This design comes from an exercise in tuning for small area, a short achievable clock period and few clock cycles on the open sky130 flow, not from production work. Function was checked by simulation only, so behaviour that the tests miss may differ from the original. No activity file was given, so power comes from the tool's default toggle rates.

<file path="design/flow/design.v">
package akr_pkg;
    localparam int TIME_BITS    = 48;
    localparam int AXIS_BITS    = 3;
    localparam int LEVEL_BITS   = 16;
    localparam int ENTRY_BITS   = 4;
    localparam int KEY_BITS     = 3;
    localparam int CFG_BITS     = 16;
    localparam int CFG_IDX_BITS = 3;
    localparam logic [CFG_BITS-1:0] RST_STICK_PRESS   = 16'd16000;
    localparam logic [CFG_BITS-1:0] RST_STICK_RELEASE = 16'd9000;
    localparam logic [CFG_BITS-1:0] RST_TRIG_PRESS    = 16'd20000;
    localparam logic [CFG_BITS-1:0] RST_TRIG_RELEASE  = 16'd8000;
    localparam logic [CFG_BITS-1:0] RST_REPEAT_DELAY  = 16'd400;
    localparam logic [CFG_BITS-1:0] RST_REPEAT_PERIOD = 16'd140;
    function automatic logic ge48(input logic [47:0] a, input logic [47:0] b);
        logic [63:0] g;
        logic [63:0] l;
        g = {16'd0, a & ~b};
        l = {16'd0, ~a & b};
        for (int k = 0; k < 6; k++)
        begin
            for (int i = 0; i < 64; i += (2 << k))
            begin
                g[i] = g[i + (1 << k)] | (~l[i + (1 << k)] & g[i]);
                l[i] = l[i + (1 << k)] | (~g[i + (1 << k)] & l[i]);
            end
        end
        ge48 = !l[0];
    endfunction
    function automatic logic [1:0] cmp32(input logic [31:0] a, input logic [31:0] b);
        logic [31:0] g;
        logic [31:0] l;
        g = a & ~b;
        l = ~a & b;
        for (int k = 0; k < 5; k++)
        begin
            for (int i = 0; i < 32; i += (2 << k))
            begin
                g[i] = g[i + (1 << k)] | (~l[i + (1 << k)] & g[i]);
                l[i] = l[i + (1 << k)] | (~g[i + (1 << k)] & l[i]);
            end
        end
        cmp32 = {g[0], l[0]};
    endfunction
    function automatic logic [16:0] dec16(input logic [15:0] x);
        logic [15:0] z;
        z = ~x;
        for (int d = 1; d < 16; d = d * 2)
        begin
            for (int i = 15; i >= d; i--)
                z[i] = z[i] & z[i - d];
        end
        dec16 = {z[15], x ^ {z[14:0], 1'b1}};
    endfunction
    function automatic logic [47:0] add48(input logic [47:0] a, input logic [15:0] b);
        logic [15:0] p;
        logic [15:0] g;
        logic [15:0] pp;
        logic [15:0] gg;
        logic [31:0] on;
        logic [15:0] lo;
        logic [31:0] hi;
        p  = a[15:0] ^ b;
        g  = a[15:0] & b;
        pp = p;
        gg = g;
        for (int d = 1; d < 16; d = d * 2)
        begin
            for (int i = 15; i >= d; i--)
            begin
                gg[i] = gg[i] | (pp[i] & gg[i - d]);
                pp[i] = pp[i] & pp[i - d];
            end
        end
        lo = p ^ {gg[14:0], 1'b0};
        on = a[47:16];
        for (int d = 1; d < 32; d = d * 2)
        begin
            for (int i = 31; i >= d; i--)
                on[i] = on[i] & on[i - d];
        end
        hi = a[47:16] ^ ({on[30:0], 1'b1} & {32{gg[15]}});
        add48 = {hi, lo};
    endfunction
endpackage
module akr_upd_cmp (
    input  logic [15:0] level,
    input  logic [15:0] sp,
    input  logic [15:0] sr,
    input  logic [15:0] tp,
    input  logic [15:0] tr,
    output logic [5:0]  flags     
);
    logic        neg;
    logic [14:0] mag;
    logic [14:0] k;
    logic [16:0] spm;
    logic        sp0;
    logic [1:0]  c_l_sp, c_k_spm, c_l_sr, c_k_sr, c_l_tp, c_l_tr;
    assign neg     = level[15];
    assign mag     = level[14:0];
    assign k       = ~level[14:0];
    assign spm     = akr_pkg::dec16(sp);
    assign sp0     = spm[16];
    assign c_l_sp  = akr_pkg::cmp32({17'd0, mag}, {17'd0, sp[14:0]});
    assign c_k_spm = akr_pkg::cmp32({17'd0, k}, {17'd0, spm[14:0]});
    assign c_l_sr  = akr_pkg::cmp32({17'd0, mag}, {17'd0, sr[14:0]});
    assign c_k_sr  = akr_pkg::cmp32({17'd0, k}, {17'd0, sr[14:0]});
    assign c_l_tp  = akr_pkg::cmp32({17'd0, mag}, {17'd0, tp[14:0]});
    assign c_l_tr  = akr_pkg::cmp32({17'd0, mag}, {17'd0, tr[14:0]});
    assign flags[5] = !neg && !sp[15] && !c_l_sp[0];
    assign flags[4] = neg ? (sp0 || (!spm[15] && !c_k_spm[0]))
                          : (sp0 && (mag == 15'd0));
    assign flags[3] = neg || sr[15] || !c_l_sr[1];
    assign flags[2] = !neg || sr[15] || c_k_sr[0];
    assign flags[1] = !neg && !tp[15] && !c_l_tp[0];
    assign flags[0] = neg || tr[15] || !c_l_tr[1];
endmodule
module akr_add48 (
    input  logic [47:0] a,
    input  logic [15:0] b,
    output logic [47:0] s
);
    assign s = akr_pkg::add48(a, b);
endmodule
module akr_ge48 (
    input  logic [47:0] a,
    input  logic [47:0] b,
    output logic        ge
);
    assign ge = akr_pkg::ge48(a, b);
endmodule
module analog_axis_key_repeater_top (
    input  logic                                  clk,
    input  logic                                  rst_n,
    input  logic                                  push,
    output logic                                  full,
    input  logic                                  cmd,
    input  logic [akr_pkg::AXIS_BITS-1:0]         axis_number,
    input  logic signed [akr_pkg::LEVEL_BITS-1:0] axis_level,
    input  logic [akr_pkg::TIME_BITS-1:0]         time_ms,
    input  logic                                  cfg_we,
    input  logic [akr_pkg::CFG_IDX_BITS-1:0]      cfg_addr,
    input  logic [akr_pkg::CFG_BITS-1:0]          cfg_wdata,
    output logic                                  empty,
    input  logic                                  pop,
    output logic [akr_pkg::ENTRY_BITS-1:0]        entry_index,
    output logic [akr_pkg::KEY_BITS-1:0]          key_code,
    output logic                                  is_release,
    output logic                                  last_of_run
);
    logic [15:0] sp_reg;
    logic [15:0] sr_reg, tp_reg, tr_reg, dly_reg, per_reg;
    always_ff @(posedge clk or negedge rst_n)
    begin
        if (!rst_n)
        begin
            sp_reg  <= akr_pkg::RST_STICK_PRESS;
            sr_reg  <= akr_pkg::RST_STICK_RELEASE;
            tp_reg  <= akr_pkg::RST_TRIG_PRESS;
            tr_reg  <= akr_pkg::RST_TRIG_RELEASE;
            dly_reg <= akr_pkg::RST_REPEAT_DELAY;
            per_reg <= akr_pkg::RST_REPEAT_PERIOD;
        end
        else if (cfg_we)
        begin
            case (cfg_addr)
                3'd0: sp_reg  <= cfg_wdata;
                3'd1: sr_reg  <= cfg_wdata;
                3'd2: tp_reg  <= cfg_wdata;
                3'd3: tr_reg  <= cfg_wdata;
                3'd4: dly_reg <= cfg_wdata;
                3'd5: per_reg <= cfg_wdata;
                default: ;
            endcase
        end
    end
    logic        ir_v;         
    logic [47:0] ir_t;
    logic        ph;           
    logic        full_r;
    logic        two_r;        
    logic [15:0] step_r;       
    logic [9:0]  pf;           
    logic [9:0]  rf;           
    logic [9:0]  held;
    logic [9:0]  pend;         
    logic [47:0] fire_reg [0:3];
    logic        ov;           
    logic [3:0]  o_idx;
    logic [2:0]  o_key;
    logic        o_rel;
    logic        o_last;
    logic        up_v;         
    logic [5:0]  up_c;         
    logic [2:0]  up_ax;
    logic [5:0]  cmp_in;
    logic        ge_sp, le_sr, nge_sp, nle_sr, ge_tp, le_tr;
    logic [9:0]  pf_u, rf_u;
    logic        wr_sp;        
    logic        wr_tp;        
    akr_upd_cmp u_upd_cmp (
        .level (axis_level),
        .sp    (sp_reg),
        .sr    (sr_reg),
        .tp    (tp_reg),
        .tr    (tr_reg),
        .flags (cmp_in)
    );
    assign {ge_sp, nge_sp, le_sr, nle_sr, ge_tp, le_tr} = up_c;
    always_comb
    begin
        pf_u = pf;
        rf_u = rf;
        if (wr_sp)
            pf_u[7:0] = {8{sp_reg == 16'd0}};
        if (wr_tp)
            pf_u[9:8] = {2{tp_reg == 16'd0}};
        if (up_v)
        begin
            case (up_ax)
                3'd0: begin pf_u[1:0] = {ge_sp, nge_sp}; rf_u[1:0] = {le_sr, nle_sr}; end
                3'd1: begin pf_u[3:2] = {ge_sp, nge_sp}; rf_u[3:2] = {le_sr, nle_sr}; end
                3'd2: begin pf_u[5:4] = {ge_sp, nge_sp}; rf_u[5:4] = {le_sr, nle_sr}; end
                3'd3: begin pf_u[7:6] = {ge_sp, nge_sp}; rf_u[7:6] = {le_sr, nle_sr}; end
                3'd4: begin pf_u[8] = ge_tp; rf_u[8] = le_tr; end
                3'd5: begin pf_u[9] = ge_tp; rf_u[9] = le_tr; end
                default: ;
            endcase
        end
    end
    logic        pend_nz;
    logic        two;
    logic        full_c;
    logic        tick_go;
    logic [47:0] sum_s;
    logic [15:0] step_n;
    logic [9:0]  ev;
    logic [9:0]  fired;
    logic [9:0]  held_t;
    logic [7:0]  cand;
    logic [7:0]  wr;
    logic [3:0]  due;
    logic [3:0]  we;
    assign pend_nz = |pend;
    assign cand    = held[7:0] & ~rf[7:0];
    assign two     = two_r;
    assign full_c  = ir_v && !ph && (pend_nz || two);
    assign tick_go = ir_v && (ph || !pend_nz);
    akr_add48 u_add (
        .a (ir_t),
        .b (step_r),
        .s (sum_s)
    );
    genvar gi;
    generate
        for (gi = 0; gi < 4; gi++)
        begin : g_axis
            akr_ge48 u_due (
                .a  (ir_t),
                .b  (fire_reg[gi]),
                .ge (due[gi])
            );
            assign we[gi]  = tick_go && (wr[2*gi] || wr[2*gi+1]);
            always_ff @(posedge clk)
            begin
                if (we[gi])
                    fire_reg[gi] <= sum_s;
            end
        end
        for (gi = 0; gi < 8; gi++)
        begin : g_stick
            assign ev[gi]     = ph ? (cand[gi] && !pend[gi]) : !(two && cand[gi]);
            assign fired[gi]  = ev[gi] && (held[gi] ? (rf[gi] || due[gi/2]) : pf[gi]);
            assign held_t[gi] = ev[gi] ? (held[gi] ? !rf[gi] : pf[gi]) : held[gi];
            assign wr[gi]     = ev[gi] && (held[gi] ? (!rf[gi] && due[gi/2]) : pf[gi]);
        end
        for (gi = 8; gi < 10; gi++)
        begin : g_trig
            assign ev[gi]     = !ph;
            assign fired[gi]  = ev[gi] && (held[gi] ? rf[gi] : pf[gi]);
            assign held_t[gi] = ev[gi] ? (held[gi] ? !rf[gi] : pf[gi]) : held[gi];
        end
    endgenerate
    logic [9:0] low;
    logic [3:0] low_idx;
    logic       load;
    logic       ov_n;
    logic       ir_v_n;
    logic       ph_n;
    logic [9:0] held_n;
    logic [9:0] pend_n;
    assign low  = pend & (~pend + 10'd1);
    assign load = pend_nz && !ph && (!ov || pop);
    always_comb
    begin
        low_idx = 4'd0;
        for (int i = 9; i >= 0; i--)
            if (pend[i]) low_idx = 4'(i);
    end
    always_comb
    begin
        ir_v_n = full_r ? (ir_v && !(tick_go && (ph || !two))) : (push && cmd);
        ph_n   = tick_go ? (!ph && two) : ph;
        held_n = tick_go ? held_t : held;
        if (tick_go)
            pend_n = (ph ? pend : 10'd0) | fired;
        else if (load)
            pend_n = pend & ~low;
        else
            pend_n = pend;
        ov_n   = load || (ov && !pop);
    end
    logic press_n;
    logic two_n;
    logic full_n;
    assign press_n = |(~held_n[7:0] & pf_u[7:0]);
    assign two_n   = press_n && (|(held_n[7:0] & ~rf_u[7:0]));
    logic [9:0] pend_l;
    assign pend_l  = load ? (pend & ~low) : pend;
    assign full_n  = ir_v_n && !ph_n && (tick_go || (|pend_l) || two_n);
    assign step_n  = (!ph_n && press_n) ? dly_reg : per_reg;
    always_ff @(posedge clk or negedge rst_n)
    begin
        if (!rst_n)
        begin
            ir_v   <= 1'b0;
            ph     <= 1'b0;
            full_r <= 1'b0;
            two_r  <= 1'b0;
            up_v   <= 1'b0;
            wr_sp  <= 1'b0;
            wr_tp  <= 1'b0;
            pf     <= '0;
            rf     <= '1;
            held   <= '0;
            pend   <= '0;
            ov     <= 1'b0;
        end
        else
        begin
            ir_v   <= ir_v_n;
            ph     <= ph_n;
            full_r <= full_n;
            two_r  <= two_n;
            up_v   <= push && !full_r && !cmd;
            wr_sp  <= cfg_we && cfg_addr == 3'd0;
            wr_tp  <= cfg_we && cfg_addr == 3'd2;
            pf     <= pf_u;
            rf     <= rf_u;
            held   <= held_n;
            pend   <= pend_n;
            ov     <= ov_n;
        end
    end
    always_ff @(posedge clk)
    begin
        up_c   <= cmp_in;
        up_ax  <= axis_number;
        step_r <= step_n;
        if (!full_r)
            ir_t <= time_ms;
        if (load)
        begin
            o_idx  <= low_idx;
            o_key  <= low_idx[3] ? {2'b10, low_idx[0]} : {1'b0, low_idx[1:0]};
            o_rel  <= |(low & ~held);
            o_last <= (pend & ~low) == 10'd0;
        end
    end
    assign full        = full_r;
    assign empty       = !ov;
    assign entry_index = o_idx;
    assign key_code    = o_key;
    assign is_release  = o_rel;
    assign last_of_run = o_last;
endmodule
</file>
<file path="design/flow/run.sh">
#!/bin/bash
# synth_recipe.tcl (not shown) runs the flow's synth.tcl, then flattens the netlist and writes it again
# the make line also repeats each setting of config.mk as NAME=value (left out here)
make -C /OpenROAD-flow-scripts/flow DESIGN_CONFIG=/design/flow/config.mk WORK_HOME=/design/flow/orfs CLKGATE_MAP_FILE= SYNTH_SCRIPT=/design/flow/synth_recipe.tcl finish
</file>
<file path="design/flow/config.mk">
export PLATFORM = sky130hd
export DESIGN_NAME = analog_axis_key_repeater_top
export DESIGN_NICKNAME = analog_axis_key_repeater_top
export VERILOG_FILES = /design/flow/design.v
export SDC_FILE = /design/flow/constraint.sdc
export NUM_CORES = 4
export LEC_CHECK = 0
export CAP_MARGIN = 20
export CORE_MARGIN = 2
export CORE_UTILIZATION = 60
export CTS_CLUSTER_DIAMETER = 100
export CTS_CLUSTER_SIZE = 30
export SETUP_SLACK_MARGIN = 5
export SLEW_MARGIN = 20
export SYNTH_HIERARCHICAL = 1
export TNS_END_PERCENT = 0
</file>
<file path="design/flow/constraint.sdc">
create_clock -name core_clock -period 8.0 [get_ports {clk}]
set_input_delay 1.6000 -clock core_clock [delete_from_list [all_inputs] [get_ports {clk}]]
set_output_delay 1.6000 -clock core_clock [all_outputs]
set_load 0.01 [all_outputs]
</file>
==> results of run 1 <==
-- logic make-up (layout without fill, tap and decap cells) --
family	count (synthesis)	count (layout)	share of synthesized area, %
flops	416	416	50.4
simple gates	532	532	13.3
mux	133	133	6.61
xor+xnor	56	56	2.17
fa+ha+maj	250	250	11.7
compound gates	405	405	11.8
buf+inv	228	392	4.04
-- what timing repair did --
item	CTS	global route
endpoints found under the setup margin	415	417
pin swaps	8	22
cloned	2	11
buffers inserted	38	16
resized for setup	38	53
hold buffers	0	0
-- path summary, 6_finish.rpt --
path,start,to,slack [ns],depth (start not counted)
setup / recovery,axis_level[0],up_c[0]$_DFF_P_,4.56,9
setup reg to reg,ir_t[36]$_DFFE_PN_,fire_reg[3][26]$_DFFE_PP_,4.60,13
min in group asynchronous,rst_n,two_r$_DFF_PN0_,1.03,1
max in group asynchronous,rst_n,per_reg[4]$_DFFE_PN0P_,5.57,2
hold reg to reg,per_reg[8]$_DFFE_PN0P_,step_r[8]$_DFF_P_,0.51,1
hold / removal,per_reg[8]$_DFFE_PN0P_,step_r[8]$_DFF_P_,0.51,1
-- cell usage in the layout, fill, tap and decap left out, drive strengths merged, types with 35 or more instances in the layout --
master / count
clkdlybuf4s50: 93
nand2b: 102
clkbuf: 37
inv: 177
mux2: 119
buf: 75
dfstp: 38
nor2: 75
maj3: 231
nor2b: 98
xnor2: 35
a21oi: 110
edfxtp: 247
o21ai: 92
dfrtp: 106
nand2: 92
-- Yosys stat by module, one instance, submodules excluded --
module | area (sq um) | flip-flops and latches | times used
akr_ge48 | 1110 | 0 | 4
akr_upd_cmp | 1990 | 0 | 1
analog_axis_key_repeater_top | 15100 | 416 | 1
akr_add48 | 1390 | 0 | 1
-- where the power goes --
part           total, mW  switching, mW  leakage, nW  internal, mW
Combinational       3.13           1.75         5.32          1.38
Clock               1.13          0.673        0.269         0.460
Sequential          3.45          0.465         4.22          2.99
Total               7.72           2.89         9.81          4.82
-- critical path: stages --
cell and delay [ns]:
dlygate4sd2_1 0.32, nand2b_1 0.09, maj3_2 0.31, maj3_2 0.31, maj3_2 0.31, maj3_2 0.31
maj3_2 0.33, a21oi_2 0.19, o31ai_1 0.08
-- final cells by class --
class	instances	area [sq um]
timing repair buffer	183	1920
clock buffer	28	509
multi-input combinational	1376	10800
sequential	416	11600
inverter	177	668
tap	511	639
fill	2806	11500
clock inverter	4	47.5
-- metal layers --
| layer | vias up | routed length, microns | track usage (%) | part of all wire, % |
|---|---|---|---|---|
| met1 | 7992 | 23600 | 35.7 | 43 |
| met4 | 2 | 1410 | 7.90 | 2.6 |
| met5 | - | 11 | 0 | 0.020 |
| li1 | 7689 | - | - | - |
| met2 | 431 | 27100 | 46.8 | 50 |
| met3 | 89 | 2460 | 2.82 | 4.5 |
==> impl_metrics.py, run 1 <==
metrics = {
    "clock_tree": {
        "numCtsBuffers": 18,
        "cts-root-buf": "clkbuf_16",
        "cts_sinks": 416,
        "cts_tree": "built",
        "cts_htree_levels": 1,
        "clockBufferDepth": 3,
        "clk_latency_ns": 0.56,
        "path_clk_slew_ns": 0.11,
    },
    "yosys": {
        "yosys_warnings": 12,
        "yosysTopAreaCellShare_pct": 32.3,
        "synth_area_leaders": "edfxtp_1 (32%), dfrtp_1 (12%), maj3_1 (5.9%), mux2_2 (5.3%), maj3_2 (4.7%)",
        "synth.distinct_cells": 107,
        "synth_most_common_cell": "edfxtp_1",
        "synth_top_cell_by_area": "edfxtp_1",
        "synth_fp_nets": 2131,
        "synth_edf_count": 247,
        "ys_async_sr_fraction_pct": 34.6,
        "ys.flop_type": "edfxtp_1",
        "avgSynthCellArea_sq_um": 11.4,
        "netlist_top_cells_count": "edfxtp_1 (247), inv_1 (174), maj3_1 (135)",
        "synthCells": 2020,
        "netlist_area_sq_mm": 0.0230,
        "synth_seq_cells": 416,
        "synth_seq_area_share_pct": 50.4,
    },
    "worst_setup_path": {
        "arrival_ns": 3.86,
        "critPathLaunchType": "input port",
        "crit_required_ns": 8.43,
        "end_kind": "flip-flop",
        "crit_fanout": 7,
        "crit_type": "in2reg",
    },
    "cells_and_area": {
        "drive_gt1_share_pct": 21.2,
        "nets": 2283,
        "area_growth_pct": 13.8,
        "fin_util_pct": 69.4,
        "num_antenna_cells": 0,
        "largest_reg_flops": 192,
        "final_area_sq_mm": 0.0262,
        "instances_no_fill": 2695,
    },
    "placed_design": {
        "port_buffers": 102,
        "hpwl_mm": 37.6,
        "placed_area_sq_mm": 0.0245,
        "globalplace.congestion": 0.899,
        "dpl_worst_slack_ns": 3.73,
        "place_inst": 2596,
    },
    "power_and_ir_drop": {
        "peakVddDrop_v": 0.000246,
        "total_power_mw": 7.72,
        "p_leak_nw": 9.81,
        "p_per_area_mw_per_mm2": 295,
    },
    "drt": {
        "wirelength_mm": 54.6,
        "drc": 0,
        "viasPerCell": 6.01,
        "vias": 16203,
        "antenna_left": 0,
        "drt_iter0_drc": 1170,
        "drtPass1Iterations": 8,
        "wl_per_cell_microns": 20.3,
    },
    "die": {
        "fp.coreArea_sq_mm": 0.0377,
        "die_w_microns": 200,
        "die-area_sq_mm": 0.0399,
        "start_util_pct": 61.0,
        "die_y_microns": 200,
        "io_pins": 103,
        "fp-row-count": 71,
    },
    "global_routing": {
        "grt_pass1_vias": 15780,
        "overflow": 0,
        "antenna_found_initial": 1,
        "groute.usage.overall_pct": 26.9,
        "grt_max_degree": 79,
        "grt_pass1_wl_mm": 83.3,
    },
    "timing": {
        "fmax_mhz": 291,
        "drv_slew": 0,
        "fin_skew_ns": 0.0281,
        "hold_slack_ns": 0.507,
        "tightest_slew_ns": 0.959,
        "period_share_pct": 42.9,
        "finalSetupViolCount": 0,
        "grt_setup_unrepaired": "true",
        "fin_tns_setup_ns": 0,
        "finalHoldViolCount": 0,
        "fin_ws_ns": 4.56,
        "period_minus_slack_ns": 3.44,
        "relSlewSlack_pct": 36.1,
    },
    "run": {
        "max_cap_viol_count": 0,
    },
    "run_status": {
        "outcome": "finished clean",
    },
    "min_path": {
        "hold_path_class": "reg2reg",
    },
}
Testbench counts, summed over its fixed seeds: cycles 11,651.
==> run 2: changes to the inputs <==
--- a/design/flow/config.mk
+++ b/design/flow/config.mk
@@ -10,4 +10,4 @@
 export CORE_UTILIZATION = 60
-export CTS_CLUSTER_DIAMETER = 100
-export CTS_CLUSTER_SIZE = 30
+export CTS_CLUSTER_DIAMETER = 80
+export CTS_CLUSTER_SIZE = 24
 export SETUP_SLACK_MARGIN = 5
==> impl_metrics.py, run 2 <==
metrics = {
    "cells_and_area": {
        "area_growth_pct": 16.8,
        "instances_no_fill": 2735,
        "final_area_sq_mm": 0.0268,
        "regArea_sq_mm": 0.0116,
        "largest_reg_flops": 192,
        "drive_gt1_share_pct": 22.9,
        "fill_cells": 2742,
        "num_antenna_cells": 0,
        "nets": 2316,
        "most-common-layout-cells": "edfxtp_1 (247), inv_1 (172), maj3_1 (131), mux2_2 (109), dfrtp_1 (106)",
        "layout_commonest_cell": "edfxtp_1",
        "multi_input_area_sq_mm": 0.0109,
    },
    "die": {
        "die-area_sq_mm": 0.0399,
        "io_pins": 103,
        "die_y_microns": 200,
        "fp-row-count": 71,
        "die_w_microns": 200,
        "fp.coreArea_sq_mm": 0.0377,
        "start_util_pct": 61.0,
    },
    "worst_setup_path": {
        "crit_family": "adder cells",
        "end_kind": "flip-flop",
        "crit_top_cell": "buf_6",
        "slowest_stage": "edfxtp_1",
        "crit_required_ns": 8.51,
        "crit_type": "reg2reg",
        "cpPeakStageDelay_ns": 0.46,
        "cp_num_buf_inv": 8,
        "arrival_ns": 3.93,
        "crit_fanout": 4,
        "critPathLaunchType": "flip-flop",
        "worstPathCellList": "buf_6 -> nor2b_4 -> maj3_2 -> maj3_2 -> maj3_2 -> o21ai_2 -> a211o_2 -> a221oi_4 -> nor2_4 -> nand2_2 -> buf_6 -> buf_6 -> buf_6 -> buf_6 -> buf_6 -> buf_6 -> buf_6 -> mux2i_1 -> a21oi_1 -> o22ai_1",
    },
    "drt": {
        "wirelength_mm": 56.3,
        "drt_iter0_drc": 1232,
        "viasPerCell": 6.03,
        "drtPass1Iterations": 5,
        "antenna_left": 0,
        "wl_per_cell_microns": 20.6,
        "drc": 0,
        "vias": 16479,
    },
    "global_routing": {
        "overflow": 0,
        "antenna_found_initial": 1,
        "grt_pass1_wl_mm": 85.9,
        "groute.usage.overall_pct": 28.1,
        "grt_pass1_vias": 16014,
        "grt_max_degree": 79,
    },
    "placed_design": {
        "place_inst": 2596,
        "globalplace.congestion": 0.899,
        "hpwl_mm": 37.6,
        "placed_area_sq_mm": 0.0245,
        "port_buffers": 102,
    },
    "clock_tree": {
        "cts_htree_levels": 1,
        "clockBufferDepth": 3,
        "clk_latency_ns": 0.59,
        "numCtsBuffers": 25,
        "path_clk_slew_ns": 0.09,
        "cts_tree": "built",
        "cts-root-buf": "clkbuf_16",
        "cts_sinks": 416,
    },
    "yosys": {
        "yosysTopAreaCellShare_pct": 32.3,
        "synth_area_leaders": "edfxtp_1 (32%), dfrtp_1 (12%), maj3_1 (5.9%), mux2_2 (5.3%), maj3_2 (4.7%)",
        "ys.flop_type": "edfxtp_1",
        "synth_fp_nets": 2131,
        "synthCells": 2020,
        "ys_async_sr_fraction_pct": 34.6,
        "synth_seq_area_share_pct": 50.4,
        "synth_top_cell_by_area": "edfxtp_1",
        "synth_seq_cells": 416,
        "synth_edf_count": 247,
        "synth.distinct_cells": 107,
        "synth_most_common_cell": "edfxtp_1",
        "netlist_area_sq_mm": 0.0230,
        "yosys_warnings": 12,
        "netlist_top_cells_count": "edfxtp_1 (247), inv_1 (174), maj3_1 (135)",
        "avgSynthCellArea_sq_um": 11.4,
    },
    "timing": {
        "drv_slew": 0,
        "period_share_pct": 42.9,
        "relSlewSlack_pct": 36.1,
        "finalSetupViolCount": 0,
        "fmax_mhz": 292,
        "tightest_slew_ns": 0.959,
        "fin_skew_ns": 0.0197,
        "grt_setup_unrepaired": "true",
        "finalHoldViolCount": 0,
        "fin_tns_setup_ns": 0,
        "period_minus_slack_ns": 3.43,
    },
    "min_path": {
        "hold_path_class": "reg2reg",
    },
    "run": {
        "max_cap_viol_count": 0,
    },
    "power_and_ir_drop": {
        "p_per_area_mw_per_mm2": 303,
        "p_leak_nw": 10.1,
        "peakVddDrop_v": 0.000277,
    },
    "run_status": {
        "outcome": "finished clean",
    },
}
[run 2: changes by cell type in the layout (fill, tap and decap cells not counted), moves of 3 or more]
cell       before  now
maj3_1        134  131
maj3_2         97  100
o21ai_1        18   14
buf_16          3   10
buf_4          56   70
inv_8           0    3
buf_6           9   14
o21ai_2         7   12
clkbuf_16      26   30
[run 2: through the flow]
stage	utilization (%)	setup WS, ns	hold WS [ns]	power [mW]
finish	71.2	4.57	0.501	8.14
detailed placement	65.2	3.73	0.484	6.30
CTS	70.1	4.61	0.505	8.01
global placement	65.2	3.75	0.471	6.22
floorplan	-	4.38	0.433	5.49
global route	71.2	4.48	0.511	8.59
[run 2: worst register-to-register path, delay by kind of cell, from the launching register on]
family                     cells  cell delay, ns
DFF                            1            0.46
AOI/OAI and AO/OA              5            0.69
adders and majority gates      3            0.90
buffers and inverters          8            0.88
muxes                          1            0.11
and+or+nand+nor                3            0.31
[run 2: timing repair]
item,in CTS,in global routing
hold buffers,0,0
gates cloned,9,4
buffers inserted,55,25
gates resized for setup,81,39
setup endpoints to repair,407,415
pin swaps,29,35
[run 2: final cells by class]
| class | count | share of cell area (%) |
|---|---|---|
| clock buffer | 35 | 2.59 |
| clock inverter | 11 | 0.536 |
| inverter | 177 | 2.49 |
| multi-input combinational | 1376 | 40.4 |
| sequential | 416 | 43.1 |
| tap | 511 | 2.38 |
| timing repair buffer | 209 | 8.42 |
[run 2: cell families after synthesis]
family                     after synthesis  share of synthesized area, %
DFF                                    416                          50.4
buffers and inverters                  228                          4.04
AOI/OAI and AO/OA                      405                          11.8
xor gates and xnor gates                56                          2.17
muxes                                  133                          6.61
and+or+nand+nor                        532                          13.3
adders and majority gates              250                          11.7
[run 2: routing by layer]
layer,track usage [%],vias up,wire length [microns],share of wire (%)
li1,-,7774,-,-
met4,10.3,2,1780,3.2
met1,37.0,8053,23400,42
met2,48.0,542,27700,49
met5,0,-,10,0.018
met3,3.41,108,3340,5.9
[run 2: worst paths after layout]
path                       slack (ns)                   start                     end  cells past startpoint
max                              4.57       ir_t[4]$_DFFE_PN_       pend[2]$_DFF_PN0_                     20
min                              0.50  per_reg[8]$_DFFE_PN0P_       step_r[8]$_DFF_P_                      1
max reg2reg                      4.57       ir_t[4]$_DFFE_PN_       pend[2]$_DFF_PN0_                     20
min reg2reg                      0.50  per_reg[8]$_DFFE_PN0P_       step_r[8]$_DFF_P_                      1
max in group asynchronous        5.58                   rst_n  per_reg[8]$_DFFE_PN0P_                      2
min in group asynchronous        1.00                   rst_n       pend[0]$_DFF_PN0_                      1
[run 2: Yosys stat by module (local to each module, per instance)]
| module | cell area [sq um] | times used |
|---|---|---|
| analog_axis_key_repeater_top | 15100 | 1 |
| akr_add48 | 1390 | 1 |
| akr_ge48 | 1110 | 4 |
| akr_upd_cmp | 1990 | 1 |
[run 2: power by group]
part	total, mW	switching [mW]	internal [mW]
clock network	1.42	0.776	0.645
logic	3.26	1.80	1.46
registers	3.45	0.467	2.99
total	8.14	3.05	5.09
==> run 3: changes to the inputs <==
--- a/design/flow/config.mk
+++ b/design/flow/config.mk
@@ -7,2 +7,3 @@
 export LEC_CHECK = 0
+export ABC_AREA = 1
 export CAP_MARGIN = 20
@@ -10,4 +11,4 @@
 export CORE_UTILIZATION = 60
-export CTS_CLUSTER_DIAMETER = 80
-export CTS_CLUSTER_SIZE = 24
+export CTS_CLUSTER_DIAMETER = 70
+export CTS_CLUSTER_SIZE = 30
 export SETUP_SLACK_MARGIN = 5
==> impl_metrics.py, run 3 <==
metrics = {
    "power_and_ir_drop": {
        "peakVddDrop_v": 0.000242,
        "pwr-share-comb_pct": 38.6,
        "clockPowerShare_pct": 21.1,
        "power_frac_seq_pct": 40.3,
        "p_per_area_mw_per_mm2": 309,
        "p_switching_mw": 3.54,
        "p_leak_nw": 12.9,
        "swShare_pct": 42.5,
        "total_power_mw": 8.33,
        "internal_power_mw": 4.79,
    },
    "drt": {
        "wl_per_cell_microns": 16.7,
        "vias": 21455,
        "viasPerCell": 5.55,
        "drc": 0,
        "drt_iter0_drc": 1763,
        "wirelength_mm": 64.7,
        "antenna_left": 0,
        "drtPass1Iterations": 6,
    },
    "die": {
        "die_y_microns": 203,
        "die_w_microns": 203,
        "start_util_pct": 61.1,
        "io_pins": 103,
        "fp-row-count": 72,
        "die-area_sq_mm": 0.0413,
        "fp.coreArea_sq_mm": 0.0389,
    },
    "timing": {
        "tightest_slew_ns": 0.967,
        "relSlewSlack_pct": 35.4,
        "fin_skew_ns": 0.0461,
        "period_minus_slack_ns": 3.20,
        "finalSetupViolCount": 0,
        "hold_slack_ns": 0.470,
        "grt_setup_unrepaired": "true",
        "finalHoldViolCount": 0,
        "fin_tns_setup_ns": 0,
        "fmax_mhz": 313,
        "drv_slew": 0,
        "period_share_pct": 40.0,
    },
    "yosys": {
        "netlist_top_cells_count": "nand2_1 (1048), inv_1 (497), nor2_1 (305)",
        "synth_fp_nets": 3291,
        "synth_area_leaders": "edfxtp_1 (31%), nand2_1 (17%), dfrtp_1 (11%), inv_1 (7.8%), nor2_1 (4.8%)",
        "synth_top_cell_by_area": "edfxtp_1",
        "netlist_area_sq_mm": 0.0238,
        "ys.flop_type": "edfxtp_1",
        "yosys_warnings": 12,
        "avgSynthCellArea_sq_um": 7.48,
        "synth_seq_cells": 416,
        "synth.distinct_cells": 52,
        "yosysTopAreaCellShare_pct": 31.2,
        "synthCells": 3180,
        "synth_most_common_cell": "nand2_1",
        "synth_edf_count": 247,
        "ys_async_sr_fraction_pct": 34.6,
        "synth_seq_area_share_pct": 48.6,
    },
    "cells_and_area": {
        "drive_gt1_share_pct": 7.11,
        "layout_commonest_cell": "nand2_1",
        "area_growth_pct": 13.5,
        "nets": 3436,
        "most-common-layout-cells": "nand2_1 (1048), inv_1 (495), nor2_1 (305), edfxtp_1 (247), o21ai_0 (217)",
        "largest_reg_flops": 192,
    },
    "run": {
        "max_cap_viol_count": 0,
    },
    "clock_tree": {
        "cts_hold_buffers": 0,
        "cts_tree": "built",
        "cts_sinks": 416,
        "numCtsBuffers": 30,
        "cts-root-buf": "clkbuf_16",
        "clockBufferDepth": 3,
        "cts_htree_levels": 1,
        "clk_latency_ns": 0.63,
        "path_clk_slew_ns": 0.11,
    },
    "worst_setup_path": {
        "arrival_ns": 3.49,
        "crit_fanout": 24,
        "crit_required_ns": 8.29,
        "crit_top_cell": "inv_1",
        "slowest_stage": "edfxtp_1",
        "end_kind": "flip-flop",
        "crit_type": "reg2reg",
        "critPathLaunchType": "flip-flop",
        "worstPathCellList": "inv_1 -> nor2_1 -> inv_1 -> nand2_1 -> a21oi_1 -> a21oi_2 -> inv_1 -> a21oi_2 -> nand2_1 -> a21oi_4 -> a21boi_0 -> o32ai_4 -> buf_12 -> buf_12",
        "cp_num_buf_inv": 5,
        "cpPeakStageDelay_ns": 0.53,
        "crit_family": "compound AO/OA/AOI/OAI gates",
    },
    "placed_design": {
        "globalplace.congestion": 0.961,
        "hpwl_mm": 47.0,
        "port_buffers": 102,
    },
    "global_routing": {
        "grt_pass1_wl_mm": 101,
        "grt_max_degree": 85,
        "groute.usage.overall_pct": 30.6,
        "antenna_found_initial": 2,
        "grt_pass1_vias": 20347,
        "overflow": 0,
    },
    "min_path": {
        "hold_path_class": "reg2reg",
    },
    "run_status": {
        "outcome": "finished clean",
    },
}
run 3: cell count changes in the layout (fill, tap and decap cells not counted), moves of 100 or more:
cell / change
inv_1: +323
maj3_1: -131
maj3_2: -100
mux2_2: -109
nand2_1: +959
nand2b_1: -100
nand3_1: +152
nor2_1: +239
o21ai_0: +151
run 3: modules after synthesis, one instance, submodules excluded:
module	cells	flip-flops and latches
akr_add48	452	0
akr_ge48	275	0
analog_axis_key_repeater_top	1155	416
akr_upd_cmp	473	0
run 3: cell families (layout without fill, tap and decap cells):
group                    after synthesis  count (layout)  synth area share, %
other                                  0               2                    0
AND/OR/NAND/NOR                     1670            1670                 28.9
AO/OA/AOI/OAI                        507             507                 11.9
XOR/XNOR                               9               9                0.331
adder cells (fa/ha/maj)               19              19                 1.03
flip-flops                           416             416                 48.6
buffers and inverters                559             728                 9.19
run 3: path summary, 6_finish.rpt:
path,start,endpoint,slack (ns),cells past startpoint
worst max-delay path,ir_t[31]$_DFFE_PN_,fire_reg[1][44]$_DFFE_PP_,4.80,14
worst min register to register,per_reg[8]$_DFFE_PN0P_,step_r[8]$_DFF_P_,0.47,2
worst max register to register,ir_t[31]$_DFFE_PN_,fire_reg[1][44]$_DFFE_PP_,4.80,14
worst min-delay path,per_reg[8]$_DFFE_PN0P_,step_r[8]$_DFF_P_,0.47,2
min in group asynchronous,rst_n,ov$_DFF_PN0_,0.97,1
max in group asynchronous,rst_n,sr_reg[10]$_DFFE_PN0P_,5.87,2
run 3: cell type report:
class / count / area, sq um
Antenna cell: 2 / 5.00
Clock buffer: 32 / 779
Clock inverter: 24 / 394
Fill cell: 3116 / 11900
Inverter: 516 / 1940
Multi-Input combinational cell: 2205 / 10100
Sequential cell: 416 / 11600
Tap cell: 518 / 648
Timing Repair Buffer: 156 / 1560
run 3: per-layer routing:
metal / track usage [%] / share of wire (%) / up-vias
li1: - / - / 10532
met3: 3.60 / 6.9 / 135
met1: 40.3 / 42 / 9960
met5: 0 / 0 / -
met2: 52.3 / 48 / 828
met4: 10.9 / 3.7 / 0
run 3: worst reg2reg max path, delay by kind of cell (launching register included):
family	cells	cell delay (ns)
simple gates	3	0.47
buf+inv	5	0.65
compound gates	6	1.25
flops	1	0.53
run 3: per-stage QoR:
step	std cells	setup slack, ns	util [%]	instance area, sq um
after floorplan	3180	4.57	-	23800
after global placement	3763	4.49	65.0	25300
after detailed placement	3763	4.31	65.0	25300
after CTS	3819	4.80	68.2	26500
after global routing	3868	4.68	69.4	27000
final	3869	4.80	69.4	27000
run 3: timing repair:
| item | in CTS | in global routing |
|---|---|---|
| pin swaps | 0 | 4 |
| gates cloned | 0 | 5 |
| buffers inserted | 0 | 42 |
| setup endpoints to repair | 208 | 260 |
| gates resized for setup | 12 | 10 |
| hold endpoints to repair | 0 | 0 |
run 3: power groups by stage:
| stage | Sequential, mW | Clock (mW) | Combinational (mW) |
|---|---|---|---|
| after floorplan | 3.23 | 0 | 2.24 |
| after global placement | 3.40 | 0 | 2.90 |
| after detailed placement | 3.41 | 0 | 3.00 |
| after CTS | 3.37 | 1.79 | 3.02 |
| after global routing | 3.40 | 1.86 | 3.60 |
| final | 3.36 | 1.76 | 3.22 |
==> run 4: changes to the inputs <==
--- a/design/flow/config.mk
+++ b/design/flow/config.mk
@@ -15,3 +15,2 @@
 export SLEW_MARGIN = 20
-export SYNTH_HIERARCHICAL = 1
 export TNS_END_PERCENT = 0
==> impl_metrics.py, run 4 <==
metrics = {
    "worst_setup_path": {
        "worstPathCellList": "clkdlybuf4s50_1",
        "arrival_ns": 1.55,
        "crit_required_ns": 6.40,
        "critPathLaunchType": "flip-flop",
        "crit_type": "reg2out",
        "cpPeakStageDelay_ns": 0.55,
        "crit_family": "buffers and inverters",
        "end_kind": "output port",
        "crit_fanout": 2,
        "cp_num_buf_inv": 1,
        "slowest_stage": "clkdlybuf4s50_1",
    },
    "power_and_ir_drop": {
        "p_per_area_mw_per_mm2": 288,
        "peakVddDrop_v": 0.000221,
        "p_leak_nw": 11.7,
        "total_power_mw": 7.42,
    },
    "global_routing": {
        "overflow": 0,
        "grt_max_degree": 76,
        "antenna_found_initial": 0,
        "grt_pass1_wl_mm": 91.1,
        "grt_pass1_vias": 17776,
        "groute.usage.overall_pct": 29.6,
    },
    "placed_design": {
        "hpwl_mm": 42.0,
        "port_buffers": 102,
        "dpl_worst_slack_ns": 4.26,
        "globalplace.congestion": 0.917,
    },
    "yosys": {
        "synth_fp_nets": 2990,
        "yosys_warnings": 6,
        "ys_async_sr_fraction_pct": 34.6,
        "synth_seq_cells": 416,
        "ys.flop_type": "edfxtp_1",
        "synthCells": 2879,
        "synth_edf_count": 247,
        "synth_area_leaders": "edfxtp_1 (33%), nand2_1 (15%), dfrtp_1 (12%), inv_1 (6.3%), nor2_1 (5.0%)",
        "yosysTopAreaCellShare_pct": 32.7,
        "synth_most_common_cell": "nand2_1",
        "avgSynthCellArea_sq_um": 7.87,
        "netlist_area_sq_mm": 0.0227,
        "synth_seq_area_share_pct": 51.0,
        "netlist_top_cells_count": "nand2_1 (879), inv_1 (379), nor2_1 (300)",
        "synth.distinct_cells": 53,
        "synth_top_cell_by_area": "edfxtp_1",
    },
    "timing": {
        "fin_tns_setup_ns": 0,
        "drv_slew": 0,
        "fin_skew_ns": 0.0394,
        "fin_ws_ns": 4.85,
        "grt_setup_unrepaired": "true",
        "period_minus_slack_ns": 3.15,
        "relSlewSlack_pct": 31.6,
        "period_share_pct": 39.4,
        "tightest_slew_ns": 1.02,
        "fmax_mhz": 318,
        "finalHoldViolCount": 0,
        "finalSetupViolCount": 0,
    },
    "die": {
        "fp.coreArea_sq_mm": 0.0374,
        "fp-row-count": 71,
        "start_util_pct": 60.6,
        "die_y_microns": 198,
        "io_pins": 103,
        "die_w_microns": 198,
        "die-area_sq_mm": 0.0394,
    },
    "drt": {
        "wl_per_cell_microns": 17.2,
        "drt_iter0_drc": 1753,
        "drc": 0,
        "viasPerCell": 5.60,
        "routed-wl-met3_mm": 4.08,
        "wl_met1_mm": 26.3,
        "route.met2.wl_mm": 28.3,
        "antenna_left": 0,
        "vias": 19667,
        "top_layer": "met4",
        "wirelength_mm": 60.2,
        "drtPass1Iterations": 5,
    },
    "cells_and_area": {
        "regArea_sq_mm": 0.0116,
        "layout_commonest_cell": "nand2_1",
        "drive_gt1_share_pct": 6.00,
        "multi_input_area_sq_mm": 0.00961,
        "num_antenna_cells": 0,
        "most-common-layout-cells": "nand2_1 (875), inv_1 (377), nor2_1 (298), edfxtp_1 (247), o21ai_0 (213)",
        "largest_reg_flops": 192,
        "nets": 3085,
        "area_growth_pct": 13.7,
        "fill_cells": 3016,
    },
    "clock_tree": {
        "path_clk_slew_ns": 0.11,
        "cts_htree_levels": 1,
        "cts_sinks": 416,
        "clk_latency_ns": 0.63,
        "clockBufferDepth": 3,
        "cts_tree": "built",
        "cts-root-buf": "clkbuf_16",
        "numCtsBuffers": 30,
    },
    "run_status": {
        "outcome": "finished clean",
    },
    "min_path": {
        "hold_path_class": "reg2reg",
    },
    "run": {
        "max_cap_viol_count": 0,
    },
}
==> run 4: worst paths after layout <==
kind,depth (start not counted),end,slack (ns),startpoint
worst max-delay path,1,full,4.85,full_r$_DFF_PN0_
worst min register to register,2,step_r[12]$_DFF_P_,0.48,per_reg[12]$_DFFE_PN0P_
max in group asynchronous,2,ph$_DFF_PN0_,5.61,rst_n
worst min-delay path,2,step_r[12]$_DFF_P_,0.48,per_reg[12]$_DFFE_PN0P_
worst max register to register,13,fire_reg[3][1]$_DFFE_PP_,4.86,ir_t[21]$_DFFE_PN_
min in group asynchronous,1,sr_reg[1]$_DFFE_PN0P_,0.96,rst_n
==> run 4: cell families after synthesis <==
group	Yosys count	share of synthesized area, %
buffers and inverters	459	7.84
multiplexers	1	0.0442
XOR/XNOR	44	1.70
flip-flops	416	51.0
AND/OR/NAND/NOR	1415	25.3
AO/OA/AOI/OAI	524	13.0
adder cells (fa/ha/maj)	20	1.13
==> run 4: where the power goes <==
| part | switching, mW | leakage [nW] | total, mW | internal [mW] |
|---|---|---|---|---|
| Clock | 0.998 | 0.584 | 1.83 | 0.831 |
| Sequential | 0.363 | 4.23 | 3.20 | 2.84 |
| Combinational | 1.60 | 6.85 | 2.40 | 0.798 |
==> run 4: stage by stage <==
step / instances / area (sq um) / hold slack (ns) / utilization, %
3_3_place_gp: 3431 / 24100 / 0.448 / 64.4
5_1_grt: 3509 / 25800 / 0.495 / 68.9
4_1_cts: 3491 / 25500 / 0.480 / 68.1
2_1_floorplan: 2879 / 22700 / 0.385 / -
3_5_place_dp: 3431 / 24100 / 0.453 / 64.4
6_report: 3509 / 25800 / 0.478 / 68.9
==> run 4: timing repair <==
action	CTS	global route
buffers inserted	1	11
setup endpoints to repair	349	408
hold buffers	0	0
resized for setup	20	20
pin swaps	2	5
gates cloned	3	7
endpoints found under the hold margin	0	0
==> run 4: layer usage <==
metal | vias to the layer above | global-route usage, %
li1 | 9627 | -
met1 | 9251 | 41.9
met2 | 697 | 49.2
met3 | 92 | 3.14
met4 | 0 | 7.35
met5 | - | 0
==> run 4: cell type report <==
| type | instances | share of cell area (%) |
|---|---|---|
| repair buffers | 119 | 4.72 |
| well taps | 511 | 2.48 |
| multi-input cells | 2013 | 37.3 |
| flip-flops and latches | 416 | 44.9 |
| inverters | 394 | 5.80 |
| clock buffers | 31 | 3.01 |
| clock inverters | 25 | 1.77 |
==> run 5: changes to the inputs <==
--- a/design/flow/config.mk
+++ b/design/flow/config.mk
@@ -11,3 +11,3 @@
 export CORE_UTILIZATION = 60
-export CTS_CLUSTER_DIAMETER = 70
+export CTS_CLUSTER_DIAMETER = 85
 export CTS_CLUSTER_SIZE = 30
@@ -15,2 +15,3 @@
 export SLEW_MARGIN = 20
+export SYNTH_HIERARCHICAL = 1
 export TNS_END_PERCENT = 0
==> impl_metrics.py, run 5 <==
metrics = {
    "yosys": {
        "synth_fp_nets": 3291,
        "synth_top_cell_by_area": "edfxtp_1",
        "netlist_area_sq_mm": 0.0238,
        "netlist_top_cells_count": "nand2_1 (1048), inv_1 (497), nor2_1 (305)",
        "yosysTopAreaCellShare_pct": 31.2,
        "synthCells": 3180,
        "ys_async_sr_fraction_pct": 34.6,
        "synth_seq_cells": 416,
        "avgSynthCellArea_sq_um": 7.48,
        "synth_seq_area_share_pct": 48.6,
        "synth.distinct_cells": 52,
        "synth_most_common_cell": "nand2_1",
        "yosys_warnings": 12,
        "synth_area_leaders": "edfxtp_1 (31%), nand2_1 (17%), dfrtp_1 (11%), inv_1 (7.8%), nor2_1 (4.8%)",
        "synth_edf_count": 247,
        "ys.flop_type": "edfxtp_1",
    },
    "cells_and_area": {
        "nets": 3397,
        "area_growth_pct": 10.6,
        "most-common-layout-cells": "nand2_1 (1048), inv_1 (496), nor2_1 (305), edfxtp_1 (247), o21ai_0 (217)",
        "drive_gt1_share_pct": 5.61,
        "multi_input_area_sq_mm": 0.0101,
        "largest_reg_flops": 192,
        "final_area_sq_mm": 0.0263,
        "fill_cells": 3215,
        "regArea_sq_mm": 0.0116,
        "layout_commonest_cell": "nand2_1",
    },
    "timing": {
        "finalSetupViolCount": 0,
        "drv_slew": 0,
        "fin_skew_ns": 0.0205,
        "relSlewSlack_pct": 34.0,
        "period_minus_slack_ns": 3.15,
        "hold_slack_ns": 0.476,
        "tightest_slew_ns": 0.988,
        "fin_ws_ns": 4.85,
        "finalHoldViolCount": 0,
        "grt_setup_unrepaired": "true",
        "fmax_mhz": 318,
        "fin_tns_setup_ns": 0,
        "period_share_pct": 39.3,
    },
    "run": {
        "max_cap_viol_count": 0,
    },
    "global_routing": {
        "groute.usage.overall_pct": 30.2,
        "antenna_found_initial": 2,
        "grt_pass1_vias": 20043,
        "overflow": 0,
        "grt_pass1_wl_mm": 99.8,
        "grt_max_degree": 85,
    },
    "clock_tree": {
        "cts_htree_levels": 1,
        "clockBufferDepth": 3,
        "cts_sinks": 416,
        "cts_hold_buffers": 0,
        "numCtsBuffers": 20,
        "clk_latency_ns": 0.57,
        "cts-root-buf": "clkbuf_16",
        "path_clk_slew_ns": 0.11,
        "cts_tree": "built",
    },
    "placed_design": {
        "placed_area_sq_mm": 0.0253,
        "dpl_worst_slack_ns": 4.31,
        "hpwl_mm": 47.0,
        "globalplace.congestion": 0.961,
        "port_buffers": 102,
    },
    "run_status": {
        "outcome": "finished clean",
    },
    "die": {
        "start_util_pct": 61.1,
        "die-area_sq_mm": 0.0413,
        "die_y_microns": 203,
        "fp-row-count": 72,
        "fp.coreArea_sq_mm": 0.0389,
        "die_w_microns": 203,
        "io_pins": 103,
    },
    "drt": {
        "viasPerCell": 5.55,
        "antenna_left": 0,
        "wirelength_mm": 63.2,
        "drtPass1Iterations": 5,
        "wl_per_cell_microns": 16.5,
        "drt_iter0_drc": 1792,
        "vias": 21188,
        "drc": 0,
    },
    "worst_setup_path": {
        "slowest_stage": "clkdlybuf4s50_1",
        "critPathLaunchType": "flip-flop",
        "cpPeakStageDelay_ns": 0.53,
        "crit_type": "reg2out",
        "crit_required_ns": 6.40,
        "worstPathCellList": "inv_1 -> clkdlybuf4s50_1",
        "crit_fanout": 2,
        "end_kind": "output port",
        "arrival_ns": 1.55,
    },
    "min_path": {
        "hold_path_class": "reg2reg",
    },
    "power_and_ir_drop": {
        "p_leak_nw": 12.5,
        "peakVddDrop_v": 0.000240,
        "p_per_area_mw_per_mm2": 297,
    },
}
run 5: changes by cell type after synthesis, sizes merged, moves of 18 or more:
cell | previous run | this run
or2 | 8 | 26
clkbuf | 50 | 24
xor2 | 37 | 9
nand3 | 125 | 181
inv | 383 | 507
nand2 | 886 | 1072
run 5: cell type report:
class | instances | area share [%]
well taps | 518 | 2.46
repair buffers | 127 | 4.94
diodes | 2 | 0.0190
inverters | 516 | 7.36
multi-input cells | 2205 | 38.5
flip-flops and latches | 416 | 44.0
clock inverters | 8 | 0.500
clock buffers | 28 | 2.26
run 5: report_power, final:
| part | internal [mW] | switching (mW) | total, mW |
|---|---|---|---|
| logic | 1.00 | 2.13 | 3.13 |
| clock network | 0.585 | 0.730 | 1.32 |
| registers | 2.92 | 0.451 | 3.37 |
run 5: final timing paths:
path	depth (start not counted)	endpoint	start	slack (ns)
setup / recovery	2	empty	ov$_DFF_PN0_	4.85
hold / removal	2	step_r[4]$_DFF_P_	per_reg[4]$_DFFE_PN0P_	0.48
setup reg to reg	16	fire_reg[3][1]$_DFFE_PP_	ir_t[2]$_DFFE_PN_	4.88
hold reg to reg	2	step_r[4]$_DFF_P_	per_reg[4]$_DFFE_PN0P_	0.48
max in group asynchronous	2	sr_reg[10]$_DFFE_PN0P_	rst_n	5.85
min in group asynchronous	1	ov$_DFF_PN0_	rst_n	1.00
run 5: timing repair:
item,in CTS,in global routing
buffers inserted,0,17
setup endpoints to repair,215,267
cloned,0,1
endpoints found under the hold margin,0,0
resized for setup,12,5
run 5: metal layers:
metal / routed length, microns / up-vias / track usage (%)
met5: 0 / - / 0
met4: 2030 / 0 / 9.91
met3: 4020 / 112 / 3.58
met2: 30100 / 758 / 51.6
met1: 27100 / 9892 / 40.3
li1: - / 10426 / -
run 5: per-stage QoR:
step	util (%)	power, mW	cells
after global placement	65.0	6.30	3763
final	67.6	7.81	3820
after CTS	67.0	7.72	3799
after global routing	67.6	8.34	3819
after floorplan	-	5.47	3180
after detailed placement	65.0	6.41	3763
run 5: worst max-delay path, delay by kind of cell (launching register included):
kind / cells / cell delay [ns]
buffers and inverters: 2 / 0.59
DFF: 1 / 0.38
run 5: per-module statistics from Yosys (local to each module, per instance):
module                        area [sq um]  flops+latches
akr_add48                             2130              0
akr_ge48                              1170              0
akr_upd_cmp                           2110              0
analog_axis_key_repeater_top         14900            416
run 5: cell families after synthesis:
kind of cell | synth area share [%]
buffers and inverters | 9.19
AOI/OAI and AO/OA | 11.9
DFF | 48.6
xor gates and xnor gates | 0.331
adders and majority gates | 1.03
and+or+nand+nor | 28.9
==> run 6: changes to the inputs <==
==> design/flow/flow/run.sh (new file) <==
#!/bin/bash
set -euo pipefail
export BUFFER_PORTS_ARGS="-buffer_cell sky130_fd_sc_hd__buf_4"
bash standard.sh finish > flow.log 2>&1
==> design/flow/standard.sh (new file) <==
#!/bin/bash
# synth_recipe.tcl (not shown) runs the flow's synth.tcl, then flattens the netlist and writes it again
# the make line also repeats each setting of config.mk as NAME=value (left out here)
make -C /OpenROAD-flow-scripts/flow DESIGN_CONFIG=/design/flow/config.mk WORK_HOME=/design/flow/orfs CLKGATE_MAP_FILE= SYNTH_SCRIPT=/design/flow/synth_recipe.tcl "${@:-finish}"
--- a/design/flow/config.mk
+++ b/design/flow/config.mk
@@ -11,3 +11,3 @@
 export CORE_UTILIZATION = 60
-export CTS_CLUSTER_DIAMETER = 85
+export CTS_CLUSTER_DIAMETER = 70
 export CTS_CLUSTER_SIZE = 30
@@ -15,3 +15,2 @@
 export SLEW_MARGIN = 20
-export SYNTH_HIERARCHICAL = 1
 export TNS_END_PERCENT = 0
removed: design/flow/run.sh
==> impl_metrics.py, run 6 <==
metrics = {
    "timing": {
        "fin_skew_ns": 0.0344,
        "finalHoldViolCount": 0,
        "grt_setup_unrepaired": "true",
        "period_minus_slack_ns": 3.01,
        "relSlewSlack_pct": 24.7,
        "drv_slew": 0,
        "tightest_slew_ns": 1.12,
        "finalSetupViolCount": 0,
        "period_share_pct": 37.6,
        "fin_tns_setup_ns": 0,
        "fmax_mhz": 332,
    },
    "placed_design": {
        "globalplace.congestion": 0.943,
        "hpwl_mm": 42.1,
        "port_buffers": 102,
        "place_inst": 3433,
    },
    "power_and_ir_drop": {
        "clockPowerShare_pct": 23.6,
        "pwr-share-comb_pct": 33.0,
        "power_frac_seq_pct": 43.4,
        "internal_power_mw": 4.47,
        "p_leak_nw": 11.8,
        "p_per_area_mw_per_mm2": 288,
        "p_switching_mw": 2.88,
        "peakVddDrop_v": 0.000289,
        "swShare_pct": 39.1,
    },
    "global_routing": {
        "antenna_found_initial": 2,
        "groute.usage.overall_pct": 29.8,
        "grt_pass1_vias": 18200,
        "grt_max_degree": 88,
        "overflow": 0,
        "grt_pass1_wl_mm": 92.5,
    },
    "cells_and_area": {
        "area_growth_pct": 12.8,
        "layout_commonest_cell": "nand2_1",
        "nets": 3107,
        "drive_gt1_share_pct": 10.3,
        "instances_no_fill": 3532,
        "largest_reg_flops": 192,
        "most-common-layout-cells": "nand2_1 (875), inv_1 (375), nor2_1 (297), edfxtp_1 (247), o21ai_0 (211)",
    },
    "die": {
        "die_y_microns": 198,
        "io_pins": 103,
        "die_w_microns": 198,
        "start_util_pct": 60.6,
        "fp.coreArea_sq_mm": 0.0374,
        "die-area_sq_mm": 0.0394,
        "fp-row-count": 71,
    },
    "min_path": {
        "hold_path.startpoint": "per_reg[9]$_DFFE_PN0P_",
        "hold_path_class": "reg2reg",
        "hold_depth": 2,
    },
    "yosys": {
        "yosysTopAreaCellShare_pct": 32.7,
        "synth_edf_count": 247,
        "synth-compound-area-share_pct": 13.0,
        "netlist_top_cells_count": "nand2_1 (879), inv_1 (379), nor2_1 (300)",
        "synth_top_cell_by_area": "edfxtp_1",
        "synth_area_leaders": "edfxtp_1 (33%), nand2_1 (15%), dfrtp_1 (12%), inv_1 (6.3%), nor2_1 (5.0%)",
        "synth_top_family_by_area": "simple AND/OR/NAND/NOR gates",
        "synth_mux_area_share_pct": 0.0442,
        "synth_seq_cells": 416,
        "synth.distinct_cells": 53,
        "netlist_area_sq_mm": 0.0227,
        "synthXorXnorAreaFrac_pct": 1.70,
        "synth_fp_nets": 2990,
        "yosys_warnings": 6,
        "synthCells": 2879,
        "synth_most_common_cell": "nand2_1",
        "avgSynthCellArea_sq_um": 7.87,
        "ys.flop_type": "edfxtp_1",
        "ys_async_sr_fraction_pct": 34.6,
        "synth_seq_area_share_pct": 51.0,
        "synth-simple-area-share_pct": 25.3,
        "synthAdderAreaFrac_pct": 1.13,
    },
    "worst_setup_path": {
        "ff2ff_path_depth": 17,
        "crit_end": "fire_reg[2][39]$_DFFE_PP_",
        "end_kind": "flip-flop",
        "cpPeakStageDelay_ns": 0.47,
        "critPathLaunchType": "flip-flop",
        "slowest_stage": "edfxtp_1",
        "crit_required_ns": 8.29,
        "r2r_setup_slack_ns": 4.99,
        "crit_type": "reg2reg",
        "worstPathCellList": "clkinvlp_4 -> buf_4 -> nor2_1 -> nand2_1 -> nand2_1 -> inv_1 -> nand2_1 -> nand2_1 -> a21oi_1 -> a21boi_0 -> nand2_1 -> nand2_1 -> nand2_1 -> nand2_1 -> nand2_1 -> a21oi_4 -> clkbuf_16",
        "crit_path_start": "ir_t[30]$_DFFE_PN_",
        "crit_fanout": 24,
        "arrival_ns": 3.30,
        "reg2reg_to": "fire_reg[2][39]$_DFFE_PP_",
        "r2r-start": "ir_t[30]$_DFFE_PN_",
        "crit_top_cell": "nand2_1",
    },
    "clock_tree": {
        "numCtsBuffers": 30,
        "clockBufferDepth": 3,
        "cts_tree": "built",
        "clk_latency_ns": 0.61,
        "cts_htree_levels": 1,
        "cts-root-buf": "clkbuf_16",
        "cts_sinks": 416,
        "path_clk_slew_ns": 0.09,
    },
    "drt": {
        "antenna_left": 0,
        "drtPass1Iterations": 6,
        "wl_per_cell_microns": 16.8,
        "drt_iter0_drc": 1605,
        "viasPerCell": 5.58,
        "wirelength_mm": 59.2,
        "drc": 0,
        "vias": 19713,
    },
    "run": {
        "max_cap_viol_count": 0,
    },
    "run_status": {
        "outcome": "finished clean",
    },
}
-- run 6: cell count changes in the layout (fill, tap and decap cells not counted), sizes merged, moves of 8 or more --
cell	change
a21boi	+11
buf	+120
clkdlybuf4s50	-100
inv	-116
nand2	-186
nand3	-55
nor2	-11
nor3	+8
o22ai	-14
or2	-18
xor2	+28
-- run 6: critical path: cells and delay by family, from the launching register on --
| kind | cells | cell delay [ns] |
|---|---|---|
| AND/OR/NAND/NOR | 10 | 0.88 |
| flip-flops | 1 | 0.47 |
| buffers and inverters | 4 | 0.66 |
| AO/OA/AOI/OAI | 3 | 0.66 |
-- run 6: kinds of logic (layout without fill, tap and decap cells) --
group,Yosys count,after routing
adder cells (fa/ha/maj),20,20
AND/OR/NAND/NOR,1415,1416
other,0,1
buffers and inverters,459,599
AO/OA/AOI/OAI,524,524
flip-flops,416,416
multiplexers,1,1
XOR/XNOR,44,44
-- run 6: worst min-delay path by stage --
| stage | endpoint | slack, ns |
|---|---|---|
| after floorplan | rf[8]$_DFFE_PN1P_ | 0.38 |
| after global placement | step_r[10]$_DFF_P_ | 0.44 |
| after detailed placement | up_c[0]$_DFF_P_ | 0.45 |
| after CTS | step_r[9]$_DFF_P_ | 0.47 |
| after global routing | step_r[9]$_DFF_P_ | 0.49 |
| final | step_r[9]$_DFF_P_ | 0.47 |
-- run 6: power by group through the flow --
stage | registers, mW | clock network, mW | logic, mW
floorplan | 3.06 | 0 | 1.73
global placement | 3.22 | 0 | 2.18
detailed placement | 3.23 | 0 | 2.26
CTS | 3.19 | 1.76 | 2.30
global route | 3.23 | 1.84 | 2.73
finish | 3.19 | 1.74 | 2.42
-- run 6: timing repair --
item	in CTS	in global routing
pin swaps	1	3
hold buffers	0	0
endpoints found under the setup margin	338	338
buffers inserted	1	36
gates cloned	1	4
resized for setup	25	24
-- run 6: cell type report --
type / count / area (sq um)
Fill cell: 3057 / 11800
Clock inverter: 25 / 385
Tap cell: 511 / 639
Multi-Input combinational cell: 2005 / 9470
Clock buffer: 31 / 764
Antenna cell: 1 / 2.50
Sequential cell: 416 / 11600
Timing Repair Buffer: 149 / 1230
Inverter: 394 / 1510
-- run 6: layer usage --
metal | vias to the layer above | track usage (%) | wire [microns]
met5 | - | 0 | 16
met1 | 9267 | 42.3 | 26400
met2 | 689 | 49.5 | 27600
met3 | 84 | 3.02 | 3940
li1 | 9671 | - | -
met4 | 2 | 7.02 | 1240
-- run 6: metrics by stage --
stage | cell area [sq um] | utilization [%] | total power [mW] | hold WS (ns) | setup slack (ns)
after CTS | 25100 | 67.2 | 7.25 | 0.467 | 4.96
after global routing | 25600 | 68.4 | 7.80 | 0.489 | 4.85
final | 25600 | 68.4 | 7.35 | 0.465 | 4.99
after floorplan | 22700 | - | 4.79 | 0.385 | 4.51
after detailed placement | 23900 | 63.8 | 5.48 | 0.449 | 4.22
after global placement | 23900 | 63.8 | 5.40 | 0.445 | 4.25
==> run 7: changes to the inputs <==
--- a/design/flow/config.mk
+++ b/design/flow/config.mk
@@ -11,3 +11,3 @@
 export CORE_UTILIZATION = 60
-export CTS_CLUSTER_DIAMETER = 70
+export CTS_CLUSTER_DIAMETER = 80
 export CTS_CLUSTER_SIZE = 30
==> impl_metrics.py, run 7 <==
metrics = {
    "run_status": {
        "outcome": "finished clean",
    },
    "placed_design": {
        "globalplace.congestion": 0.943,
        "place_inst": 3433,
        "hpwl_mm": 42.1,
        "port_buffers": 102,
        "dpl_worst_slack_ns": 4.22,
    },
    "worst_setup_path": {
        "arrival_ns": 3.33,
        "crit_required_ns": 8.28,
        "end_kind": "flip-flop",
        "crit_type": "reg2reg",
        "critPathLaunchType": "flip-flop",
        "crit_fanout": 24,
    },
    "timing": {
        "drv_slew": 0,
        "relSlewSlack_pct": 27.7,
        "finalHoldViolCount": 0,
        "grt_setup_unrepaired": "true",
        "fmax_mhz": 328,
        "tightest_slew_ns": 1.07,
        "finalSetupViolCount": 0,
        "period_share_pct": 38.1,
        "period_minus_slack_ns": 3.05,
        "fin_ws_ns": 4.95,
        "fin_skew_ns": 0.0439,
        "fin_tns_setup_ns": 0,
    },
    "global_routing": {
        "grt_max_degree": 88,
        "grt_pass1_wl_mm": 92.7,
        "overflow": 0,
        "antenna_found_initial": 2,
        "groute.usage.overall_pct": 29.9,
        "grt_pass1_vias": 18211,
    },
    "clock_tree": {
        "cts_sinks": 416,
        "clk_latency_ns": 0.59,
        "cts-root-buf": "clkbuf_16",
        "cts_hold_buffers": 0,
        "path_clk_slew_ns": 0.11,
        "numCtsBuffers": 24,
        "cts_htree_levels": 1,
        "cts_tree": "built",
        "clockBufferDepth": 3,
    },
    "yosys": {
        "synth_seq_cells": 416,
        "synth_area_leaders": "edfxtp_1 (33%), nand2_1 (15%), dfrtp_1 (12%), inv_1 (6.3%), nor2_1 (5.0%)",
        "synthCells": 2879,
        "synth_top_cell_by_area": "edfxtp_1",
        "ys_async_sr_fraction_pct": 34.6,
        "synth.distinct_cells": 53,
        "yosysTopAreaCellShare_pct": 32.7,
        "synth_most_common_cell": "nand2_1",
        "yosys_warnings": 6,
        "synth_fp_nets": 2990,
        "avgSynthCellArea_sq_um": 7.87,
        "netlist_area_sq_mm": 0.0227,
        "netlist_top_cells_count": "nand2_1 (879), inv_1 (379), nor2_1 (300)",
        "synth_seq_area_share_pct": 51.0,
        "ys.flop_type": "edfxtp_1",
        "synth_edf_count": 247,
    },
    "power_and_ir_drop": {
        "total_power_mw": 7.15,
        "peakVddDrop_v": 0.000300,
        "p_leak_nw": 11.7,
        "p_per_area_mw_per_mm2": 282,
    },
    "die": {
        "fp.coreArea_sq_mm": 0.0374,
        "die_y_microns": 198,
        "io_pins": 103,
        "die_w_microns": 198,
        "start_util_pct": 60.6,
        "die-area_sq_mm": 0.0394,
        "fp-row-count": 71,
    },
    "cells_and_area": {
        "regArea_sq_mm": 0.0116,
        "layout_commonest_cell": "nand2_1",
        "area_growth_pct": 11.9,
        "fill_cells": 3068,
        "fin_util_pct": 67.8,
        "most-common-layout-cells": "nand2_1 (876), inv_1 (375), nor2_1 (297), edfxtp_1 (247), o21ai_0 (211)",
        "drive_gt1_share_pct": 9.72,
        "instances_no_fill": 3516,
        "largest_reg_flops": 192,
        "multi_input_area_sq_mm": 0.00946,
        "nets": 3097,
    },
    "run": {
        "max_cap_viol_count": 0,
    },
    "drt": {
        "drc": 0,
        "viasPerCell": 5.60,
        "vias": 19707,
        "wirelength_mm": 59.6,
        "drtPass1Iterations": 7,
        "drt_iter0_drc": 1768,
        "wl_per_cell_microns": 17.0,
        "antenna_left": 0,
    },
    "min_path": {
        "hold_path_class": "reg2reg",
    },
}
## run 7: cell counts after synthesis
Identical to the previous run, type by type.
## run 7: per-stage QoR
stage,area (sq um),hold slack (ns)
4_1_cts,25000,0.471
3_5_place_dp,23900,0.449
3_3_place_gp,23900,0.445
6_report,25400,0.467
5_1_grt,25400,0.494
2_1_floorplan,22700,0.385
## run 7: path summary, 6_finish.rpt
| path | slack (ns) | startpoint | depth (start not counted) | end |
|---|---|---|---|---|
| hold / removal | 0.47 | per_reg[9]$_DFFE_PN0P_ | 2 | step_r[9]$_DFF_P_ |
| setup reg to reg | 4.95 | ir_t[30]$_DFFE_PN_ | 17 | fire_reg[0][5]$_DFFE_PP_ |
| setup / recovery | 4.95 | ir_t[30]$_DFFE_PN_ | 17 | fire_reg[0][5]$_DFFE_PP_ |
| max in group asynchronous | 5.68 | rst_n | 2 | dly_reg[11]$_DFFE_PN0P_ |
| min in group asynchronous | 1.09 | rst_n | 1 | sp_reg[1]$_DFFE_PN0P_ |
| hold reg to reg | 0.47 | per_reg[9]$_DFFE_PN0P_ | 2 | step_r[9]$_DFF_P_ |
## run 7: critical path: stages (launching register included)
cell,delay [ns]
edfxtp_1,0.49
clkinvlp_4,0.21
nor2_1,0.11
nand2_1,0.05
nand2_1,0.09
inv_1,0.04
nand2_1,0.06
nand2_1,0.11
a21oi_1,0.19
a21boi_0,0.24
nand2_1,0.18
nand2_1,0.13
nand2_2,0.12
nand2_1,0.09
nand2_1,0.08
a21oi_4,0.16
buf_4,0.18
buf_16,0.22
## run 7: timing repair
item	CTS	global route
resized for setup	28	19
cloned	2	5
pin swaps	1	5
endpoints found under the hold margin	0	0
setup endpoints to repair	338	336
buffers inserted	2	29
## run 7: kinds of logic (layout without fill, tap and decap cells)
group,count (synthesis),count (layout),synth area share (%)
other,0,1,0
adder cells (fa/ha/maj),20,20,1.13
AND/OR/NAND/NOR,1415,1416,25.3
flip-flops,416,416,51.0
AO/OA/AOI/OAI,524,524,13.0
buffers and inverters,459,583,7.84
multiplexers,1,1,0.0442
XOR/XNOR,44,44,1.70
## run 7: routing by layer
metal / vias to the layer above / track usage, % / share of wire, %
li1: 9643 / - / -
met1: 9198 / 42.3 / 43
met2: 756 / 49.5 / 47
met3: 108 / 3.05 / 7.4
met4: 2 / 8.10 / 2.7
met5: - / 0 / 0.027
## run 7: final cells by class
type / instances / area share [%]
Clock inverter: 15 / 1.02
Clock buffer: 29 / 2.69
Antenna cell: 1 / 0.00987
Tap cell: 511 / 2.52
Timing Repair Buffer: 145 / 4.94
Inverter: 394 / 5.92
Sequential cell: 416 / 45.6
Multi-Input combinational cell: 2005 / 37.3
## run 7: where the power goes
group / internal [mW] / total (mW) / switching, mW
Combinational: 0.815 / 2.42 / 1.61
Clock: 0.710 / 1.54 / 0.831
Sequential: 2.84 / 3.19 / 0.354

## separate check: timing with driven ports
In the flow no input, the clock included, has a driving cell. The finished layouts below were timed again as built, in two steps.
Step 1 sets driving cells, clkbuf_16 on the clock port and buf_2 on the other inputs (assumed; they add their load-dependent delay and slew).
Step 2 also shifts input and output timing later by t, the mid clock arrival at the registers, as if the neighbouring blocks saw the same clock.
a / b / c = ideal / step 1 / step 2; a / b = the first two.
| run | t (ns) | slack for setup (ns) |
|---|---|---|
| run 1 | 0.600 | 4.564 / 4.589 / 3.989 |
| run 2 | 0.629 | 4.572 / 4.572 / 3.985 |
| run 3 | 0.664 | 4.804 / 4.768 / 4.140 |
| run 4 | 0.671 | 4.851 / 4.788 / 4.326 |
| run 5 | 0.618 | 4.854 / 4.800 / 4.253 |
| run 6 | 0.648 | 4.992 / 4.992 / 4.698 |
| run 7 | 0.630 | 4.953 / 4.953 / 4.716 |
After both steps every run listed still meets setup and hold.
